What follows belongs to an exercise in optimizing a design on an open flow for small area; a production flow would make more cautious choices.
The RTL was checked by simulation tests, not by an equivalence proof against the original design.
Power figures rest on the tool's default switching activity, not on a simulated workload.

==> flow/design.v <==
module fast_ring_thresholder #(
  parameter int PIXEL_WIDTH = 8,
  parameter int RING_SIZE   = 16,
  parameter int ARC_LEN     = 9,
  parameter int DIFF_WIDTH  = PIXEL_WIDTH + 2
) (
  input  logic                              clk,
  input  logic                              rst,
  input  logic                              ce,
  input  logic                              in_valid,
  input  logic [RING_SIZE*PIXEL_WIDTH-1:0]  ring,
  input  logic [PIXEL_WIDTH-1:0]            center,
  input  logic [PIXEL_WIDTH-1:0]            thresh,
  output logic                              out_valid,
  output logic [RING_SIZE*DIFF_WIDTH-1:0]   bright_score,
  output logic [RING_SIZE*DIFF_WIDTH-1:0]   dark_score,
  output logic [RING_SIZE-1:0]              bright_mask,
  output logic [RING_SIZE-1:0]              dark_mask,
  output logic                              bright_corner,
  output logic                              dark_corner,
  output logic                              is_corner
);
  localparam int PW = PIXEL_WIDTH;
  localparam int RW = RING_SIZE * PIXEL_WIDTH;
  logic [RW-1:0]        ring_s1, ring_s2, ring_s3;
  logic [PW-1:0]        center_s1, center_s2;
  logic [PW-1:0]        thresh_s1, thresh_s2;
  logic                 valid_s1, valid_s2, valid_s3, valid_s4;
  logic                 live_s1, live_s2, live_s3;
  logic [RING_SIZE-1:0] side_s3;
  logic [PW-1:0]        n_hi_s3, n_lo_s3;
  logic                 hi_big_s3, lo_neg_s3;
  logic [RW-1:0]        sum_s4;
  logic [RING_SIZE-1:0] bge_s4, kge_s4;
  logic [PW:0] hi_sum, lo_dif;
  always_comb begin
    hi_sum = {1'b0, center_s2} + {1'b0, thresh_s2};
    lo_dif = {1'b0, center_s2} - {1'b0, thresh_s2};
  end
  function automatic logic below(input logic [PW-1:0] x, input logic [PW-1:0] y);
    logic c;
    c = 1'b1;
    for (int j = 0; j < PW; j++) begin
      c = (x[j] & ~y[j]) | (x[j] & c) | (~y[j] & c);
    end
    below = ~c;
  endfunction
  function automatic logic [PW:0] padd(input logic [PW-1:0] x, input logic [PW-1:0] y,
                                       input logic cin);
    logic [PW:0]   c;
    logic [PW-1:0] s;
    c[0] = cin;
    for (int j = 0; j < PW; j++) begin
      s[j]   = x[j] ^ y[j] ^ c[j];
      c[j+1] = (x[j] & y[j]) | (x[j] & c[j]) | (y[j] & c[j]);
    end
    padd = {c[PW], s};
  endfunction
  logic [RING_SIZE-1:0] side_d;
  always_comb begin
    for (int i = 0; i < RING_SIZE; i++) begin
      side_d[i] = below(ring_s2[i*PW +: PW], center_s2);
    end
  end
  logic [RW-1:0]        sum_d;
  logic [RING_SIZE-1:0] bge_d, kge_d;
  always_comb begin
    for (int i = 0; i < RING_SIZE; i++) begin
      logic [PW:0] r;
      r = padd(ring_s3[i*PW +: PW], side_s3[i] ? n_lo_s3 : n_hi_s3, ~side_s3[i]);
      sum_d[i*PW +: PW] = r[PW-1:0];
      bge_d[i] = live_s3 & ~side_s3[i] & r[PW] & ~hi_big_s3;
      kge_d[i] = live_s3 & side_s3[i] & ~r[PW] & ~lo_neg_s3;
    end
  end
  always_ff @(posedge clk) begin
    if (ce) begin
      ring_s1   <= ring;
      ring_s2   <= ring_s1;
      ring_s3   <= ring_s2;
      center_s1 <= center;
      center_s2 <= center_s1;
      thresh_s1 <= thresh;
      thresh_s2 <= thresh_s1;
      side_s3   <= side_d;
      n_hi_s3   <= ~hi_sum[PW-1:0];
      hi_big_s3 <= hi_sum[PW];
      n_lo_s3   <= ~lo_dif[PW-1:0];
      lo_neg_s3 <= lo_dif[PW];
      sum_s4    <= sum_d;
    end
  end
  always_ff @(posedge clk or posedge rst) begin
    if (rst) begin
      valid_s1 <= 1'b0;
      valid_s2 <= 1'b0;
      valid_s3 <= 1'b0;
      valid_s4 <= 1'b0;
      live_s1  <= 1'b0;
      live_s2  <= 1'b0;
      live_s3  <= 1'b0;
      bge_s4   <= '0;
      kge_s4   <= '0;
    end else if (ce) begin
      valid_s1 <= in_valid;
      valid_s2 <= valid_s1;
      valid_s3 <= valid_s2;
      valid_s4 <= valid_s3;
      live_s1  <= 1'b1;
      live_s2  <= live_s1;
      live_s3  <= live_s2;
      bge_s4   <= bge_d;
      kge_s4   <= kge_d;
    end
  end
  function automatic logic arc_hit(input logic [RING_SIZE-1:0] m);
    logic [2*RING_SIZE-1:0] dbl;
    logic                   hit;
    dbl = {m, m};
    hit = 1'b0;
    for (int s = 0; s < RING_SIZE; s++) begin
      if (&dbl[s +: ARC_LEN]) hit = 1'b1;
    end
    arc_hit = hit;
  endfunction
  always_comb begin
    for (int i = 0; i < RING_SIZE; i++) begin
      logic [PW-1:0] r;
      r = sum_s4[i*PW +: PW];
      bright_mask[i] = bge_s4[i] & (|r);
      dark_mask[i]   = kge_s4[i] & ~(&r);
      bright_score[i*DIFF_WIDTH +: DIFF_WIDTH] = {2'b00, r & {PW{bge_s4[i]}}};
      dark_score[i*DIFF_WIDTH +: DIFF_WIDTH]   = {2'b00, ~r & {PW{kge_s4[i]}}};
    end
    out_valid     = valid_s4;
    bright_corner = arc_hit(bright_mask);
    dark_corner   = arc_hit(dark_mask);
    is_corner     = bright_corner | dark_corner;
  end
endmodule
export LEC_CHECK = 0
export CAP_MARGIN = 20
export CORE_MARGIN = 2
export CORE_UTILIZATION = 60
export CTS_BUF_LIST = sky130_fd_sc_hd__clkbuf_4 sky130_fd_sc_hd__clkbuf_8
export SLEW_MARGIN = 20
create_clock -name core_clock -period 4.0 [get_ports {clk}]
run.sh (not shown) runs the stock make flow with config.mk's settings and CLKGATE_MAP_FILE= SYNTH_SCRIPT=/design/flow/synth_recipe.tcl, a recipe that flattens the netlist after the stock synthesis.
==> next run, changes <==
==> flow/flow/run.sh (new file) <==
#!/bin/bash
# The standard layout (standard.sh, unchanged synthesis), with three changes:
#  - the port buffers are made from the smallest buffer cell;
#  - clock tree synthesis clusters more sinks per leaf buffer and inserts no dummy loads;
#  - the constant-0 outputs share one tie cell instead of one tie cell each.
# Each tool's output goes to the ORFS logs under orfs/logs; make's own output to standard.log.
export BUFFER_PORTS_ARGS="-buffer_cell sky130_fd_sc_hd__buf_1"
export CTS_ARGS="-sink_clustering_enable -repair_clock_nets -dont_use_dummy_load -sink_clustering_size 20 -sink_clustering_max_diameter 60 -buf_list {sky130_fd_sc_hd__clkbuf_8}"
export SKIP_REPAIR_TIE_FANOUT=1
bash standard.sh > standard.log 2>&1
==> flow/standard.sh (new file) <==
#!/bin/bash
# synth_recipe.tcl (not shown) runs the flow's synth.tcl, then flattens the netlist and writes it again
# the make line also repeats each setting of config.mk as NAME=value (left out here)
make -C /OpenROAD-flow-scripts/flow DESIGN_CONFIG=/design/flow/config.mk WORK_HOME=/design/flow/orfs CLKGATE_MAP_FILE= SYNTH_SCRIPT=/design/flow/synth_recipe.tcl "${@:-finish}"
- CORE_UTILIZATION: 60 -> 70
- CTS_BUF_LIST: sky130_fd_sc_hd__clkbuf_4 sky130_fd_sc_hd__clkbuf_8 -> unset
- SETUP_SLACK_MARGIN: unset -> 0.15
removed: flow/run.sh
After rerunning: Cell area is lower by roughly a tenth. Wire length shrinks by a few percent. Worst setup slack improves by 73 ps. First-iteration DRC count rises by a few percent. Non-clock buffer count fell by 58. Die area drops by about a fifth. Synthesized cell count stays the same. Synthesized area stays the same. Via count drops by a few percent.
==> next run, changes <==
==> flow/flow/run.sh (replaced) <==
#!/bin/bash
# The standard layout (standard.sh, unchanged synthesis), with two changes:
#  - the port buffers are made from the smallest buffer cell;
#  - clock tree synthesis clusters more sinks per leaf buffer and inserts no dummy loads.
# Each tool's output goes to the ORFS logs under orfs/logs; make's own output to standard.log.
export BUFFER_PORTS_ARGS="-buffer_cell sky130_fd_sc_hd__buf_1"
export CTS_ARGS="-sink_clustering_enable -repair_clock_nets -dont_use_dummy_load -sink_clustering_size 25 -sink_clustering_max_diameter 60 -buf_list {sky130_fd_sc_hd__clkbuf_8 sky130_fd_sc_hd__clkbuf_16}"
bash standard.sh > standard.log 2>&1
- SETUP_SLACK_MARGIN: 0.15 -> unset
Outcome: The changed run finished but fails on setup timing. Power increases by 6.3%. Register-to-register slack got worse by 30 ps. Setup slack got worse by 110 ps. Hold slack improved by 140 ps. Sequential cell count is unchanged. Global-route usage decreases by 0.33 points. Wire length increases by 0.47%. Non-clock buffer count increases by 10. Cell area increases by 2.5%. Fmax decreases by 2.7%.
==> next run, changes <==
--- a/flow/flow/run.sh
+++ b/flow/flow/run.sh
@@ -7 +7 @@
-export CTS_ARGS="-sink_clustering_enable -repair_clock_nets -dont_use_dummy_load -sink_clustering_size 25 -sink_clustering_max_diameter 60 -buf_list {sky130_fd_sc_hd__clkbuf_8 sky130_fd_sc_hd__clkbuf_16}"
+export CTS_ARGS="-sink_clustering_enable -repair_clock_nets -dont_use_dummy_load -sink_clustering_size 20 -sink_clustering_max_diameter 60 -buf_list {sky130_fd_sc_hd__clkbuf_8}"
- SETUP_SLACK_MARGIN: unset -> 0.15
Effect:
- This time the run ran to the end with no violations
- worst setup slack improved by 140 ps
- area after synthesis does not change
- total power came out lower by a few percent

static timing again, ports no longer ideal:
The flow's constraints put no driver on any port. The routed layouts listed below were extracted and timed again, unchanged, in two steps. Step 1, drivers: a clkbuf_16 drives clk and a buf_2 each remaining input, both assumed. Step 2, shift: input delay + t, output delay - t, t = (earliest + latest rising clock arrival at the registers) / 2. This alone moves slack from input paths to output paths. Three values: ideal ports, drivers, drivers and shift; two values: the first two.
run	shift t [ns]	slack for setup (ns)	slew at the worst register clock pin (ns)	worst data-port slew with drivers (ns)	cell pins on the clock port's net
the first run	0.718	0.008 / -0.048 / 0.048	0.07 / 0.07	0.10	1
the second run	0.677	0.081 / 0.081 / 0.081	0.12 / 0.12	0.09	1
the third run	0.615	-0.028 / -0.084 / 0.046	0.09 / 0.09	0.09	1
the fourth run	0.671	0.113 / 0.061 / 0.139	0.12 / 0.12	0.05	1
